Source: an optimization exercise on an open RTL-to-GDS flow (aim: small area). Production flows keep margins and buffers that such runs may drop.
In this exercise RTL edits were held to simulation tests only and were not proved equivalent to the original.
Power and IR drop assume default switching activity.

== job 9676 ==
Design reg_file_sb, start of the top module:
module reg_file_sb #(
    parameter int XLEN = 32,
    parameter int AW   = 5
) (
    input  logic            clk,
    input  logic            rst,
    input  logic            write,
    input  logic [AW-1:0]   rd,
    input  logic [XLEN-1:0] write_data,
    input  logic            read_en,
    input  logic [AW-1:0]   rs1,
    input  logic [AW-1:0]   rs2,
    output logic [XLEN-1:0] out1,
    output logic [XLEN-1:0] out2,
    input  logic            issue_valid,
    input  logic [AW-1:0]   issue_rd,
    output logic            busy1,
    output logic            busy2
);
Size in the first run: roughly 3500 cells after synthesis, about 120 I/O pins, ~43000 sq um of cells after synthesis.
Settings: LEC_CHECK=0, CAP_MARGIN=20, CORE_MARGIN=2, CORE_UTILIZATION=40, SLEW_MARGIN=20, SYNTH_HIERARCHICAL=1; clock period 5.0 ns.
run.sh (not shown) runs the stock make flow with config.mk's settings and CLKGATE_MAP_FILE= SYNTH_SCRIPT=/design/flow/synth_recipe.tcl, a recipe that flattens the netlist after the stock synthesis.
Job 9676 finished end to end and its layout was clean on timing, DRC and antenna.
> inputs changed (job 9676 -> job 8803)
Settings: CORE_UTILIZATION now 65, was 40.
==> flow/flow/run.sh (new file) <==
#!/bin/bash
# Standard ORFS layout (the standard.sh), with two changes:
#  - port buffers use the smallest buffer cell (one buffer per port, as usual);
#  - CTS inserts no dummy loads for level balancing.
# Every ORFS step keeps its own log under orfs/logs; make's output goes to
# flow_make.log in the work folder.
set -euo pipefail
cd "$(dirname "$0")/.."
CTS="-sink_clustering_enable -repair_clock_nets -dont_use_dummy_load"
CTS="$CTS -sink_clustering_size 14 -sink_clustering_max_diameter 60"
CTS="$CTS -buf_list sky130_fd_sc_hd__clkbuf_8"
bash standard.sh finish \
    "CTS_ARGS=$CTS" \
    "BUFFER_PORTS_ARGS=-buffer_cell sky130_fd_sc_hd__buf_1" \
    > flow_make.log 2>&1
==> flow/standard.sh (new file) <==
#!/bin/bash
# synth_recipe.tcl (not shown) runs the flow's synth.tcl, then flattens the netlist and writes it again
# the make line also repeats each setting of config.mk as NAME=value (left out here)
make -C /OpenROAD-flow-scripts/flow DESIGN_CONFIG=/design/flow/config.mk WORK_HOME=/design/flow/orfs CLKGATE_MAP_FILE= SYNTH_SCRIPT=/design/flow/synth_recipe.tcl "${@:-finish}"
removed: flow/run.sh
Findings:
Power share of the clock group was lower in job 8803 than in job 9676.
Compared with job 9676, clock-buffer cell count in job 8803 decreased by more than half.
Per the comparison of job 8803 with job 9676, number of CTS-inserted buffers dropped 24, area growth from synthesis to final layout fell 9.9 points.
Job 8803 vs job 9676, register clock-pin slew on the reported worst setup and hold paths went up by 0.03 ns.
Taking job 9676 as the reference, in job 8803 starting DRC count in detailed routing went up; global-route wire length before repair went down; core outline area went down.
Going from job 9676 to job 8803, die area shrinks by 42000 sq um.
What job 976 does differently from job 8803 at the input level:
Settings: CORE_UTILIZATION now 50, was 65.
--- outcome ---
- The total of plain and repair buffers excluding clock buffers in job 8803 is 1.05 times that in job 976.
- Lower total power was reported by job 8803, not job 976.
- Job 976 vs. job 8803: total length of routed wires went up by about 8%.
- On sequential share of layout area: job 976 sits below job 8803.
- Clock-buffer cell count of job 976 exceeds that of job 8803 by a little under 10%.
- Measured against job 976, the die area of job 8803 comes out at 0.77 times the reference value.
- Job 976 vs job 8803 — slack of the critical path dropped 0.045 ns.
- Number of antenna violations at the first check in global routing (job 976 over job 8803): decrease, 4
- Via count: higher on job 8803

The RTL this note starts from:
==> flow/design.v <==
module rf_ao22 (
    input  logic a1, a2, b1, b2,
    output logic y
);
    assign y = (a1 & a2) | (b1 & b2);
endmodule
module rf_aoi222 (
    input  logic a1, a2, b1, b2, c1, c2,
    output logic y
);
    assign y = ~((a1 & a2) | (b1 & b2) | (c1 & c2));
endmodule
module rf_nand2 (
    input  logic a, b,
    output logic y
);
    assign y = ~(a & b);
endmodule
module rf_nand4 (
    input  logic a, b, c, d,
    output logic y
);
    assign y = ~(a & b & c & d);
endmodule
module rf_or3 (
    input  logic a, b, c,
    output logic y
);
    assign y = a | b | c;
endmodule
module rf_rdbit (
    input  logic [31:0] sel,
    input  logic [31:0] dat,
    output logic        y
);
    logic [9:0]  g;
    logic [2:0]  h;
    for (genvar k = 0; k < 10; k++) begin : g_aoi
        rf_aoi222 u (.a1(sel[3*k]),   .a2(dat[3*k]),
                     .b1(sel[3*k+1]), .b2(dat[3*k+1]),
                     .c1(sel[3*k+2]), .c2(dat[3*k+2]), .y(g[k]));
    end
    logic [1:0] n;
    rf_nand2 u_p0 (.a(sel[30]), .b(dat[30]), .y(n[0]));
    rf_nand2 u_p1 (.a(sel[31]), .b(dat[31]), .y(n[1]));
    rf_nand4 u_n0 (.a(g[0]), .b(g[1]), .c(g[2]),  .d(g[3]),  .y(h[0]));
    rf_nand4 u_n1 (.a(g[4]), .b(g[5]), .c(g[6]),  .d(g[7]),  .y(h[1]));
    rf_nand4 u_n2 (.a(g[8]), .b(g[9]), .c(n[0]),  .d(n[1]),  .y(h[2]));
    rf_or3   u_o  (.a(h[0]), .b(h[1]), .c(h[2]), .y(y));
endmodule
module reg_file_sb #(
    parameter int XLEN = 32,
    parameter int AW   = 5
) (
    input  logic            clk,
    input  logic            rst,
    input  logic            write,
    input  logic [AW-1:0]   rd,
    input  logic [XLEN-1:0] write_data,
    input  logic            read_en,
    input  logic [AW-1:0]   rs1,
    input  logic [AW-1:0]   rs2,
    output logic [XLEN-1:0] out1,
    output logic [XLEN-1:0] out2,
    input  logic            issue_valid,
    input  logic [AW-1:0]   issue_rd,
    output logic            busy1,
    output logic            busy2
);
    localparam int NREGS = 2 ** AW;
    logic [XLEN-1:0]  r_regs [1:NREGS-1];
    logic [NREGS-1:1] r_valid;
    logic [NREGS-1:1] r_pend;
    logic [XLEN-1:0]  r_out1;
    logic [XLEN-1:0]  r_out2;
    logic [NREGS-1:1] w_we;
    logic [NREGS-1:1] w_hold;
    logic [NREGS-1:1] w_iss;
    logic [NREGS-1:1] w_dec1;
    logic [NREGS-1:1] w_dec2;
    logic [NREGS-1:0] w_sel1;
    logic [NREGS-1:0] w_sel2;
    logic [XLEN-1:0]  w_nxt1;
    logic [XLEN-1:0]  w_nxt2;
    logic [XLEN-1:0]  w_d [1:NREGS-1];
    always_comb begin
        for (int i = 1; i < NREGS; i++) begin
            w_we[i]   = write && (rd == AW'(i));
            w_hold[i] = !w_we[i];
            w_iss[i]  = issue_valid && (issue_rd == AW'(i));
            w_dec1[i] = (rs1 == AW'(i));
            w_dec2[i] = (rs2 == AW'(i));
        end
    end
    always_comb begin
        for (int i = 1; i < NREGS; i++) begin
            w_sel1[i-1] = read_en && w_dec1[i] && r_valid[i];
            w_sel2[i-1] = read_en && w_dec2[i] && r_valid[i];
        end
        w_sel1[NREGS-1] = !read_en;
        w_sel2[NREGS-1] = !read_en;
    end
    for (genvar b = 0; b < XLEN; b++) begin : g_bit
        logic [NREGS-1:0] dat1, dat2;
        for (genvar i = 1; i < NREGS; i++) begin : g_reg
            assign dat1[i-1] = r_regs[i][b];
            assign dat2[i-1] = r_regs[i][b];
            rf_ao22 u_wr (.a1(w_we[i]), .a2(write_data[b]),
                          .b1(w_hold[i]), .b2(r_regs[i][b]), .y(w_d[i][b]));
        end
        assign dat1[NREGS-1] = r_out1[b];
        assign dat2[NREGS-1] = r_out2[b];
        if (NREGS == 32) begin : g_tree
            rf_rdbit u_rd1 (.sel(w_sel1), .dat(dat1), .y(w_nxt1[b]));
            rf_rdbit u_rd2 (.sel(w_sel2), .dat(dat2), .y(w_nxt2[b]));
        end else begin : g_flat
            assign w_nxt1[b] = |(w_sel1 & dat1);
            assign w_nxt2[b] = |(w_sel2 & dat2);
        end
    end
    always_ff @(posedge clk) begin
        for (int i = 1; i < NREGS; i++) r_regs[i] <= w_d[i];
    end
    always_ff @(posedge clk or posedge rst) begin
        if (rst) r_valid <= '0;
        else     r_valid <= r_valid | w_we;
    end
    always_ff @(posedge clk or posedge rst) begin
        if (rst) begin
            r_out1 <= '0;
            r_out2 <= '0;
        end else begin
            r_out1 <= w_nxt1;
            r_out2 <= w_nxt2;
        end
    end
    always_ff @(posedge clk or posedge rst) begin
        if (rst) r_pend <= '0;
        else     r_pend <= (r_pend & ~w_we) | w_iss;
    end
    always_comb begin
        busy1 = 1'b0;
        busy2 = 1'b0;
        for (int i = 1; i < NREGS; i++) begin
            busy1 = busy1 | (w_dec1[i] & r_pend[i]);
            busy2 = busy2 | (w_dec2[i] & r_pend[i]);
        end
    end
    assign out1 = r_out1;
    assign out2 = r_out2;
endmodule
export LEC_CHECK = 0
export CAP_MARGIN = 20
export CORE_MARGIN = 2
export CORE_UTILIZATION = 50
export PLACE_DENSITY = 0.8
export SLEW_MARGIN = 20
export SYNTH_HIERARCHICAL = 1
create_clock -name core_clock -period 5.0 [get_ports {clk}]
standard.sh (not shown) runs the stock make flow with config.mk's settings and CLKGATE_MAP_FILE= SYNTH_SCRIPT=/design/flow/synth_recipe.tcl, a recipe that flattens the netlist after the stock synthesis.
==> flow/flow/run.sh <==
#!/bin/bash
# Standard ORFS layout (the standard.sh), with two changes:
#  - port buffers use the smallest buffer cell (one buffer per port, as usual);
#  - CTS inserts no dummy loads for level balancing.
# Every ORFS step keeps its own log under orfs/logs; make's output goes to
# flow_make.log in the work folder.
set -euo pipefail
cd "$(dirname "$0")/.."
CTS="-sink_clustering_enable -repair_clock_nets -dont_use_dummy_load"
CTS="$CTS -sink_clustering_size 16 -sink_clustering_max_diameter 60"
CTS="$CTS -buf_list sky130_fd_sc_hd__clkbuf_8"
bash standard.sh finish \
    "CTS_ARGS=$CTS" \
    "BUFFER_PORTS_ARGS=-buffer_cell sky130_fd_sc_hd__buf_1" \
    > flow_make.log 2>&1
Change:
--- a/flow/flow/run.sh
+++ b/flow/flow/run.sh
@@ -9,3 +9,3 @@
 CTS="-sink_clustering_enable -repair_clock_nets -dont_use_dummy_load"
-CTS="$CTS -sink_clustering_size 16 -sink_clustering_max_diameter 60"
+CTS="$CTS -sink_clustering_size 14 -sink_clustering_max_diameter 60"
 CTS="$CTS -buf_list sky130_fd_sc_hd__clkbuf_8"
--- a/flow/config.mk
+++ b/flow/config.mk
@@ -10,3 +10,2 @@
 export CORE_UTILIZATION = 50
-export PLACE_DENSITY = 0.8
 export SLEW_MARGIN = 20
=> The changed run went through all stages and came out clean. First-iteration DRC count drops by about 18%. Design area came out higher by about 0.7%. Setup slack loses 0.11 ns. Wire length is higher by about 13%. Register-to-register slack degrades by 0.19 ns. Power rises by about 3%. Global-route usage rises by 5.0 points. Sequential power stays flat. Critical path depth went down by 1. Sequential share of layout area is lower by 0.36 points. Combinational power rose by about 4%.
Change:
--- a/flow/flow/run.sh
+++ b/flow/flow/run.sh
@@ -9,3 +9,3 @@
 CTS="-sink_clustering_enable -repair_clock_nets -dont_use_dummy_load"
-CTS="$CTS -sink_clustering_size 14 -sink_clustering_max_diameter 60"
+CTS="$CTS -sink_clustering_size 16 -sink_clustering_max_diameter 60"
 CTS="$CTS -buf_list sky130_fd_sc_hd__clkbuf_8"
Total power decreases by 0.49%.
Hold slack hardly moves.
Critical path depth stays the same.

-- what the ideal ports hide --
No port has a modelled driver above. Below, the same layouts with a new extraction and two added sets of constraints. Step 1 assumes that a clkbuf_16 drives the clock port and a buf_2 every other input. Step 2 times the ports against the registers' clock, not the clock port: input delays grow and output delays shrink by t, the midpoint of the rising clock arrivals with the driver on. Slacks: ideal ports / drivers / drivers and shift; pairs: ideal ports / drivers.
run	t (ns)	slack for setup (ns)	clock arrival spread, ns	worst data-port slew with drivers (ns)
job 9676	0.790	0.321 / 0.296 / 0.296	0.038 / 0.037	0.05
job 8803	0.791	1.048 / 1.018 / 0.588	0.079 / 0.079	0.14
job 976	0.806	1.003 / 0.970 / 0.656	0.081 / 0.081	0.05
the first run of note 2	0.803	1.110 / 1.081 / 0.859	0.077 / 0.077	0.03
the second run of note 2	0.806	1.003 / 0.970 / 0.656	0.081 / 0.081	0.05
the third run of note 2	0.804	1.001 / 0.969 / 0.648	0.096 / 0.096	0.04
After both steps every run listed still meets setup and hold. The setup slack of job 8803, which loses most, moves by -0.030 ns with the drivers and by -0.460 ns with both steps.
